What follows belongs to an exercise in optimizing a design on an open flow for small area, a short achievable clock period and few clock cycles per item; a production flow would make more cautious choices. The RTL was checked by simulation tests, not by an equivalence proof against the original design. Power figures rest on the tool's default switching activity, not on a simulated workload.

==> flow/design.v (excerpt) <==
module link_reconnect_backoff_controller (
    input  logic                          clk,
    input  logic                          rst_n,
    input  logic                          cfg_wr_en,
    input  logic [lrb_pkg::CFG_IDX_W-1:0] cfg_index,
    input  logic [lrb_pkg::MS_W-1:0]      cfg_wr_data,
    input  logic                          items_valid,
    output logic                          items_ready,
    input  logic [2:0]                    items_mode,
    input  logic [lrb_pkg::TIME_W-1:0]    items_now_ms,
    input  logic                          items_link_up,
    input  logic                          items_have_credentials,
    input  logic                          items_scan_busy,
    output logic                          results_valid,
    input  logic                          results_ready,
    output logic                          results_cmd_connect,
    output logic                          results_cmd_disconnect,
    output logic                          results_notify_up,
    output logic                          results_notify_down,
    output logic                          results_attempt_active,
    output logic [lrb_pkg::TIME_W-1:0]    results_event_epoch,
    output logic [lrb_pkg::MS_W-1:0]      results_current_backoff_ms
);
For scale: ~1500 cells after synthesis, about 150 I/O pins.
Settings: LEC_CHECK=0, CAP_MARGIN=20, CORE_MARGIN=2, CORE_UTILIZATION=40, SETUP_SLACK_MARGIN=3.75, SLEW_MARGIN=20; clock period 7.5 ns.
standard.sh (not shown) runs the stock make flow with config.mk's settings and CLKGATE_MAP_FILE= SYNTH_SCRIPT=/design/flow/synth_recipe.tcl, a recipe that flattens the netlist after the stock synthesis.
==> flow/flow/run.sh <==
#!/bin/bash
# The standard layout, with two changes:
# - the smallest plain buffer as the port buffer (every port is still buffered; the
#   standard flow picks a delay cell, and the footprint-matched resizing keeps it);
# - no separate half/full adder extraction before ABC maps the logic (the same
#   synthesis otherwise, so the same registers with the same names and cells).
set -euo pipefail
export BUFFER_PORTS_ARGS="-buffer_cell sky130_fd_sc_hd__buf_1"
export ADDER_MAP_FILE=
bash standard.sh > standard.log 2>&1
The first run produced a clean layout.
Testbench counts at the start, summed over its fixed seeds: cycles 12,016, items 12,000.
Then changed:
==> flow/flow/run.sh (replaced) <==
#!/bin/bash
# The standard layout, with three changes:
# - the smallest plain buffer as the port buffer (every port is still buffered; the
#   standard flow picks a delay cell, and the footprint-matched resizing keeps it);
# - no separate half/full adder extraction before ABC maps the logic (the same
#   synthesis otherwise, so the same registers with the same names and cells);
# - ORFS's power recovery after global routing, which downsizes gates off the
#   critical paths.
set -euo pipefail
export BUFFER_PORTS_ARGS="-buffer_cell sky130_fd_sc_hd__buf_1"
export ADDER_MAP_FILE=
export RECOVER_POWER=100
bash standard.sh > standard.log 2>&1
SETUP_SLACK_MARGIN = 3.5   (was 3.75)
After rerunning: The changed run reached the layout checks and failed them: capacitance limit, slew limit; sequential share of layout area climbs by 1.9 points; synthesized cell count is unchanged; cell area fell by 4.7%; final cell count fell by 1.5%; wire length goes down by about 2.3%; worst hold slack barely changes; critical path depth went down by 3; via count goes down by 1.4%; sequential power barely changes; setup slack is worse by 1.4 ns.

* * *

link_reconnect_backoff_controller again, from the RTL that the note above started with.
export LEC_CHECK = 0
export CAP_MARGIN = 20
export CORE_MARGIN = 2
export CORE_UTILIZATION = 40
export CTS_CLUSTER_DIAMETER = 200
export CTS_CLUSTER_SIZE = 25
export SETUP_SLACK_MARGIN = 3.5
export SLEW_MARGIN = 20
create_clock -name core_clock -period 7.5 [get_ports {clk}]
==> flow/flow/run.sh <==
#!/bin/bash
# The standard layout, with two changes:
# - the smallest plain buffer as the port buffer (every port is still buffered; the
#   standard flow picks a delay cell, and the footprint-matched resizing keeps it);
# - no separate half/full adder extraction before ABC maps the logic (the same
#   synthesis otherwise, so the same registers with the same names and cells).
set -euo pipefail
export BUFFER_PORTS_ARGS="-buffer_cell sky130_fd_sc_hd__buf_1"
export ADDER_MAP_FILE=
bash standard.sh > standard.log 2>&1
The first run completed with no timing, DRC or antenna violations.
Testbench counts at the start, summed over its fixed seeds: cycles 12,016, items 12,000.
Then changed:
- CTS_CLUSTER_DIAMETER: 200 -> default
- CTS_CLUSTER_SIZE: 25 -> default
- GPL_TIMING_DRIVEN: default -> 0
Non-clock buffer count grows by 71; sequential power shrinks by about 2%; global-route usage grows by 1.7 points; worst setup slack loses 0.11 ns; first-iteration DRC count shrinks by 12%; total power grows by 13%; wire length grows by 7.5%; design area grows by 6.8%; worst hold slack loses 0.066 ns; clock power grows by 68%.
Then changed:
- CTS_CLUSTER_DIAMETER: default -> 200
- CTS_CLUSTER_SIZE: default -> 20
- GPL_ROUTABILITY_DRIVEN: default -> 0
- GPL_TIMING_DRIVEN: 0 -> default
Result: The changed run passed the timing, design-rule and antenna checks; routed wire length falls by a little under a tenth; synthesized cell count stays the same; worst hold slack gets better by 0.060 ns.

* * *

build 64:
link_reconnect_backoff_controller, a different RTL version from the one above (not shown whole).
Size in the first run: about 1,500 cells after synthesis, roughly 150 I/O pins.
export LEC_CHECK = 0
export CAP_MARGIN = 20
export CORE_MARGIN = 2
export CORE_UTILIZATION = 40
export SETUP_SLACK_MARGIN = 3
export SLEW_MARGIN = 20
create_clock -name core_clock -period 7.5 [get_ports {clk}]
==> flow/flow/run.sh <==
#!/bin/bash
# The standard layout, with the smallest plain buffer as the port buffer (every port is
# still buffered; the standard flow picks a delay cell, and the footprint-matched resizing
# then keeps that footprint).
set -euo pipefail
export BUFFER_PORTS_ARGS="-buffer_cell sky130_fd_sc_hd__buf_1"
bash standard.sh > standard.log 2>&1
Testbench counts of build 64, summed over its fixed seeds: cycles 12,016, items 12,000.
Edits applied to the flow inputs when going from build 64 to build 57:
# build 64
export LEC_CHECK = 0
export CAP_MARGIN = 20
export CORE_MARGIN = 2
export CORE_UTILIZATION = 40
export SETUP_SLACK_MARGIN = 3
export SLEW_MARGIN = 20
create_clock -name core_clock -period 7.5 [get_ports {clk}]
# build 57
export LEC_CHECK = 0
export CAP_MARGIN = 20
export CORE_MARGIN = 2
export CORE_UTILIZATION = 40
export CTS_BUF_LIST = sky130_fd_sc_hd__clkbuf_4
export CTS_CLUSTER_SIZE = 20
export SETUP_SLACK_MARGIN = 3
export SLEW_MARGIN = 20
create_clock -name core_clock -period 7.5 [get_ports {clk}]
### Flow results
Compared to build 64, build 57 has register-to-register slack 0.04 ns higher. Diff build 64 -> build 57 | number of gates given a new drive strength after cts | increase of 3. Comparing build 57 and build 64, the higher net switching power was measured on build 57. Sort build 57 and build 64 by fmax desc -> top: build 57.
Input changes introduced in build 5 (baseline for comparison: build 57):
# build 57
export LEC_CHECK = 0
export CAP_MARGIN = 20
export CORE_MARGIN = 2
export CORE_UTILIZATION = 40
export CTS_BUF_LIST = sky130_fd_sc_hd__clkbuf_4
export CTS_CLUSTER_SIZE = 20
export SETUP_SLACK_MARGIN = 3
export SLEW_MARGIN = 20
create_clock -name core_clock -period 7.5 [get_ports {clk}]
# build 5
export LEC_CHECK = 0
export CAP_MARGIN = 20
export CORE_MARGIN = 2
export CORE_UTILIZATION = 40
export SETUP_SLACK_MARGIN = 4
export SLEW_MARGIN = 20
create_clock -name core_clock -period 7.5 [get_ports {clk}]
==> flow/run.sh (new file) <==
#!/bin/bash
# synth_recipe.tcl (not shown) runs the flow's synth.tcl, then flattens the netlist and writes it again
# the make line also repeats each setting of config.mk as NAME=value (left out here)
make -C /OpenROAD-flow-scripts/flow DESIGN_CONFIG=/design/flow/config.mk WORK_HOME=/design/flow/orfs CLKGATE_MAP_FILE= SYNTH_SCRIPT=/design/flow/synth_recipe.tcl finish
removed: flow/flow/run.sh
removed: flow/standard.sh
## What came out
For build 57 and build 5, there was not a single run that failed to finish clean. Compared with build 57, build 5 shows a higher wire length. Final cell area: build 5 above build 57. Diff build 57 -> build 5: worst-case setup margin in the final layout went up 0.036 ns, post-route non-filler standard cell count went down by 27. Fraction of standard cell area that is sequential in build 5 is 3.8 points below build 57.
Inputs modified between build 5 and build 14:
# build 5
export LEC_CHECK = 0
export CAP_MARGIN = 20
export CORE_MARGIN = 2
export CORE_UTILIZATION = 40
export SETUP_SLACK_MARGIN = 4
export SLEW_MARGIN = 20
create_clock -name core_clock -period 7.5 [get_ports {clk}]
# build 14
export LEC_CHECK = 0
export CAP_MARGIN = 20
export CORE_MARGIN = 2
export CORE_UTILIZATION = 40
export SETUP_SLACK_MARGIN = 2
export SLEW_MARGIN = 20
create_clock -name core_clock -period 7.5 [get_ports {clk}]
==> summary.txt <==
- Of build 14 and build 5, build 5 shows the higher combinational power share, with build 14 below it.
- Largest vdd supply drop for build 14 is higher than for build 5.
- For build 5, the endpoint of the worst setup timing path was bo_reg[10], unlike build 14, where it was tm_reg[30].
- Diff build 5 -> build 14 | detailed-routed wire length on met3 | down by more than a quarter
- Build 14 vs build 5: fmax down by more than 10%
- Global placer's final weighted congestion delta for build 14 relative to build 5: about 6% lower
- Re number of rows created at floorplan: no difference whatsoever between build 5 and build 14.
- Taking build 5 as the reference, in build 14 worst setup margin saw a decrease; sum of buffers and inverters on the critical path saw a decrease.
- For the fraction of area in registers, build 14 came in 3.1 points higher than build 5 did.
- First-iteration DRC count is higher on build 5
Setup changes, build 14 to build 55
# build 14
export LEC_CHECK = 0
export CAP_MARGIN = 20
export CORE_MARGIN = 2
export CORE_UTILIZATION = 40
export SETUP_SLACK_MARGIN = 2
export SLEW_MARGIN = 20
create_clock -name core_clock -period 7.5 [get_ports {clk}]
# build 55
export LEC_CHECK = 0
export CAP_MARGIN = 20
export CORE_MARGIN = 2
export CORE_UTILIZATION = 40
export SETUP_SLACK_MARGIN = 3
export SLEW_MARGIN = 20
create_clock -name core_clock -period 7.5 [get_ports {clk}]
==> flow/flow/run.sh (new file) <==
#!/bin/bash
# The standard layout, with two changes:
# - the smallest plain buffer as the port buffer (every port is still buffered; the
#   standard flow picks a delay cell, and the footprint-matched resizing keeps it);
# - no separate half/full adder extraction before ABC maps the logic (the same
#   synthesis otherwise, so the same registers with the same names and cells).
set -euo pipefail
export BUFFER_PORTS_ARGS="-buffer_cell sky130_fd_sc_hd__buf_1"
export ADDER_MAP_FILE=
bash standard.sh > standard.log 2>&1
==> flow/standard.sh (new file) <==
#!/bin/bash
# synth_recipe.tcl (not shown) runs the flow's synth.tcl, then flattens the netlist and writes it again
# the make line also repeats each setting of config.mk as NAME=value (left out here)
make -C /OpenROAD-flow-scripts/flow DESIGN_CONFIG=/design/flow/config.mk WORK_HOME=/design/flow/orfs CLKGATE_MAP_FILE= SYNTH_SCRIPT=/design/flow/synth_recipe.tcl "${@:-finish}"
removed: flow/run.sh
--- outcome ---
- Build 55 | status: complete | timing, DRC, antenna: pass
- Taking build 14 as the reference, in build 55 relative area change from synthesis to final layout now sits higher, via count increased 980, routed metal-1 wire length saw an increase, met2 wire length decreased by 0.52% relative to the old numbers.

* * *

Setup of run A:
RTL: one of the versions met above, not the one the previous note started from.
Size in the first run: roughly 1500 cells after synthesis, roughly 270 flip-flops, ~16000 µm² of cells after synthesis.
export LEC_CHECK = 0
export CAP_MARGIN = 20
export CORE_MARGIN = 2
export CORE_UTILIZATION = 40
export CTS_CLUSTER_DIAMETER = 200
export CTS_CLUSTER_SIZE = 20
export SETUP_SLACK_MARGIN = 3.5
export SLEW_MARGIN = 20
create_clock -name core_clock -period 7.5 [get_ports {clk}]
==> flow/flow/run.sh <==
#!/bin/bash
# The standard layout, with two changes:
# - the smallest plain buffer as the port buffer (every port is still buffered; the
#   standard flow picks a delay cell, and the footprint-matched resizing keeps it);
# - no separate half/full adder extraction before ABC maps the logic (the same
#   synthesis otherwise, so the same registers with the same names and cells).
set -euo pipefail
export BUFFER_PORTS_ARGS="-buffer_cell sky130_fd_sc_hd__buf_1"
export ADDER_MAP_FILE=
bash standard.sh > standard.log 2>&1
Run A ended with every stage complete and zero timing, DRC or antenna violations.
Testbench counts of run A, summed over its fixed seeds: cycles 12,016, items 12,000.
The following lists how run B was set up differently from run A:
# run A
export LEC_CHECK = 0
export CAP_MARGIN = 20
export CORE_MARGIN = 2
export CORE_UTILIZATION = 40
export CTS_CLUSTER_DIAMETER = 200
export CTS_CLUSTER_SIZE = 20
export SETUP_SLACK_MARGIN = 3.5
export SLEW_MARGIN = 20
create_clock -name core_clock -period 7.5 [get_ports {clk}]
# run B
export LEC_CHECK = 0
export CAP_MARGIN = 20
export CORE_MARGIN = 2
export CORE_UTILIZATION = 55
export CTS_CLUSTER_DIAMETER = 200
export CTS_CLUSTER_SIZE = 20
export SETUP_SLACK_MARGIN = 3.5
export SLEW_MARGIN = 20
create_clock -name core_clock -period 7.5 [get_ports {clk}]
Notes after the runs:
Across run B and run A, the outcome is the same: a clean finish for every run. Relative to run A, the register-to-register path setup slack of run B is lower by 0.10 ns. Side by side, setup slack after layout turned out lower in run B than in run A. The total wirelength of the detailed-routed design of run B was superior to that of run A. Run B vs. run A: combinational power shows no meaningful change; number of optimization iterations in the first detailed-route pass went up by 1. Going from run A to run B, the design internal power was found to have gone up by 0.55%. In the reports for run B and run A, the larger met1 usage in global routing belongs to run B. Going from run A to run B, share of the cycle needed by the critical path after routing grows by 1.3 points. Compared with run A, placement density in the core of run B is higher. Run B vs run A on die area: run B is the lower one. On area growth from synthesis to final layout, run B tracks run A almost exactly.
Inputs modified between run B and run C:
# run B
export LEC_CHECK = 0
export CAP_MARGIN = 20
export CORE_MARGIN = 2
export CORE_UTILIZATION = 55
export CTS_CLUSTER_DIAMETER = 200
export CTS_CLUSTER_SIZE = 20
export SETUP_SLACK_MARGIN = 3.5
export SLEW_MARGIN = 20
create_clock -name core_clock -period 7.5 [get_ports {clk}]
# run C
export LEC_CHECK = 0
export CAP_MARGIN = 20
export CORE_MARGIN = 2
export CORE_UTILIZATION = 40
export SETUP_SLACK_MARGIN = 3.5
export SLEW_MARGIN = 20
create_clock -name core_clock -period 7.5 [get_ports {clk}]
--- outcome ---
Leakage power figure: run C and run B compared, higher one is run C. Comparing run C and run B, buffers inserted during post-CTS setup optimization is lower on run C. On total routing resource utilization after global routing, the higher figure sits with run B, not run C. Shortest period the worst path allows: run C lower than run B.
The inputs of run D differ from those of run C as listed below.
# run C
export LEC_CHECK = 0
export CAP_MARGIN = 20
export CORE_MARGIN = 2
export CORE_UTILIZATION = 40
export SETUP_SLACK_MARGIN = 3.5
export SLEW_MARGIN = 20
create_clock -name core_clock -period 7.5 [get_ports {clk}]
# run D
export LEC_CHECK = 0
export CAP_MARGIN = 10
export CORE_MARGIN = 2
export CORE_UTILIZATION = 40
export SETUP_SLACK_MARGIN = 3.5
export SLEW_MARGIN = 10
create_clock -name core_clock -period 7.5 [get_ports {clk}]
[summary]
- Number of H-tree levels came out exactly the same in run D and run C.
- Comparing run C against run D, there is no change at all in count of clock-buffer cells in the layout.
- Reported for run D and run C, post-synth net total turned out identical to the last digit.

* * *

== xenon ==
link_reconnect_backoff_controller, a different RTL version from the one above (not shown whole).
Size in the first run: about 270 flip-flops, roughly 150 I/O pins.
==> flow/config.mk <==
export PLATFORM = sky130hd
export DESIGN_NAME = link_reconnect_backoff_controller
export DESIGN_NICKNAME = link_reconnect_backoff_controller
export VERILOG_FILES = /design/flow/design.v
export SDC_FILE = /design/flow/constraint.sdc
export NUM_CORES = 4
export LEC_CHECK = 0
export CAP_MARGIN = 20
export CORE_MARGIN = 2
export CORE_UTILIZATION = 40
export SETUP_SLACK_MARGIN = 4
export SLEW_MARGIN = 20
==> flow/constraint.sdc <==
create_clock -name core_clock -period 7.5 [get_ports {clk}]
set_input_delay 1.5000 -clock core_clock [delete_from_list [all_inputs] [get_ports {clk}]]
set_output_delay 1.5000 -clock core_clock [all_outputs]
set_load 0.01 [all_outputs]
Scripts as last shown in full above: flow/flow/run.sh
Testbench counts of xenon, summed over its fixed seeds: cycles 12,016, items 12,000.
## Diff of input files: tundra against xenon
- SETUP_SLACK_MARGIN: 4 -> 3.5
- CORE_UTILIZATION: 40 -> 65
- PLACE_DENSITY: unset -> 0.75
Relative to xenon, combinational share of power decreased by 4.2 points in tundra. Against xenon, power in tundra came out better. Lower cell row count goes to tundra over xenon.
Relative to tundra, the following input files were edited for lagoon:
- clearing PLACE_DENSITY, which used to be 0.75
- swapping 65 for 40 in CORE_UTILIZATION
==> comparison <==
- lagoon ran to completion and came out clean on the timing, design-rule and antenna checks.
- Fraction of power consumed by the clock network: lagoon vs tundra up 1.0 points
- lagoon — final period demand of the worst path 15 ps higher, tundra as reference
- In lagoon, the worst-case headroom to the max-slew limit came out 5.2 points below the value in tundra.
- NOTE wire length tundra->lagoon increased by a little under 10%
Input changes introduced in onyx (baseline for comparison: lagoon):
- a change of SETUP_SLACK_MARGIN from 3.5 to 3
--- outcome ---
onyx | status: complete | timing, DRC, antenna: pass. Per the comparison of onyx with lagoon, proportion of final cell area spent on non-clock buffers dropped 1.7 points; count of buffer and inverter cells on the critical path dropped 1; utilization dropped 1.6 points. Delta (onyx minus lagoon): fmax lower; worst-case hold slack grew by 4.6 ps; setup slack at placement now sits higher; summed area of non-filler cells in the final layout fell 3.2%. Wire: onyx routes less than lagoon. From onyx to lagoon, number of nets still failing antenna checks after routing did not move at all. Relative to lagoon, the relative contribution of combinational cells to total power of onyx is lower by 2.0 points.

-- re-timing with driven ports --
In the flow no input, the clock included, has a driving cell. The finished layouts below were timed again as built, in two steps. Step 1: set_driving_cell puts a clkbuf_16 on clk and a buf_2 on each other input, an assumption about the parent block. Step 2 times the ports against the registers' clock, not the clock port: input delays grow and output delays shrink by t, the midpoint of the rising clock arrivals with the driver on. a / b / c = ideal ports / drivers / drivers and shift; a / b = the first two.
run | t, ns | setup slack, ns | clock arrival spread, ns | worst register clock-pin slew, ns
the first run of note 1 | 0.629 | 3.574 / 3.574 / 3.261 | 0.013 / 0.013 | 0.07 / 0.07
the second run of note 1 | 0.622 | 2.143 / 2.143 / 2.143 | 0.008 / 0.008 | 0.06 / 0.06
the first run of note 2 | 0.561 | 3.550 / 3.550 / 3.254 | 0.029 / 0.028 | 0.12 / 0.12
the second run of note 2 | 0.623 | 3.440 / 3.440 / 3.181 | 0.008 / 0.008 | 0.06 / 0.06
the third run of note 2 | 0.552 | 3.577 / 3.577 / 3.259 | 0.026 / 0.026 | 0.10 / 0.10
build 64 | 0.577 | 2.921 / 2.921 / 2.921 | 0.030 / 0.029 | 0.06 / 0.06
build 57 | 0.827 | 2.965 / 2.965 / 2.965 | 0.053 / 0.053 | 0.08 / 0.08
build 5 | 0.599 | 3.001 / 3.001 / 3.001 | 0.015 / 0.015 | 0.06 / 0.06
build 14 | 0.595 | 2.355 / 2.355 / 2.355 | 0.029 / 0.029 | 0.06 / 0.06
build 55 | 0.615 | 2.854 / 2.854 / 2.701 | 0.011 / 0.011 | 0.06 / 0.06
run A | 0.552 | 3.577 / 3.577 / 3.259 | 0.026 / 0.026 | 0.10 / 0.10
run B | 0.557 | 3.481 / 3.481 / 3.215 | 0.026 / 0.026 | 0.09 / 0.09
run C | 0.618 | 3.547 / 3.547 / 3.219 | 0.009 / 0.010 | 0.06 / 0.06
run D | 0.618 | 3.547 / 3.547 / 3.219 | 0.009 / 0.010 | 0.06 / 0.06
xenon | 0.587 | 3.629 / 3.629 / 3.545 | 0.021 / 0.021 | 0.06 / 0.06
tundra | 0.622 | 3.529 / 3.529 / 3.171 | 0.017 / 0.016 | 0.07 / 0.07
lagoon | 0.623 | 3.514 / 3.514 / 3.205 | 0.027 / 0.027 | 0.07 / 0.07
onyx | 0.636 | 3.177 / 3.177 / 2.869 | 0.011 / 0.010 | 0.07 / 0.07
The setup slack of tundra, which loses most, moves by 0.000 ns with the drivers and by -0.358 ns with both steps.
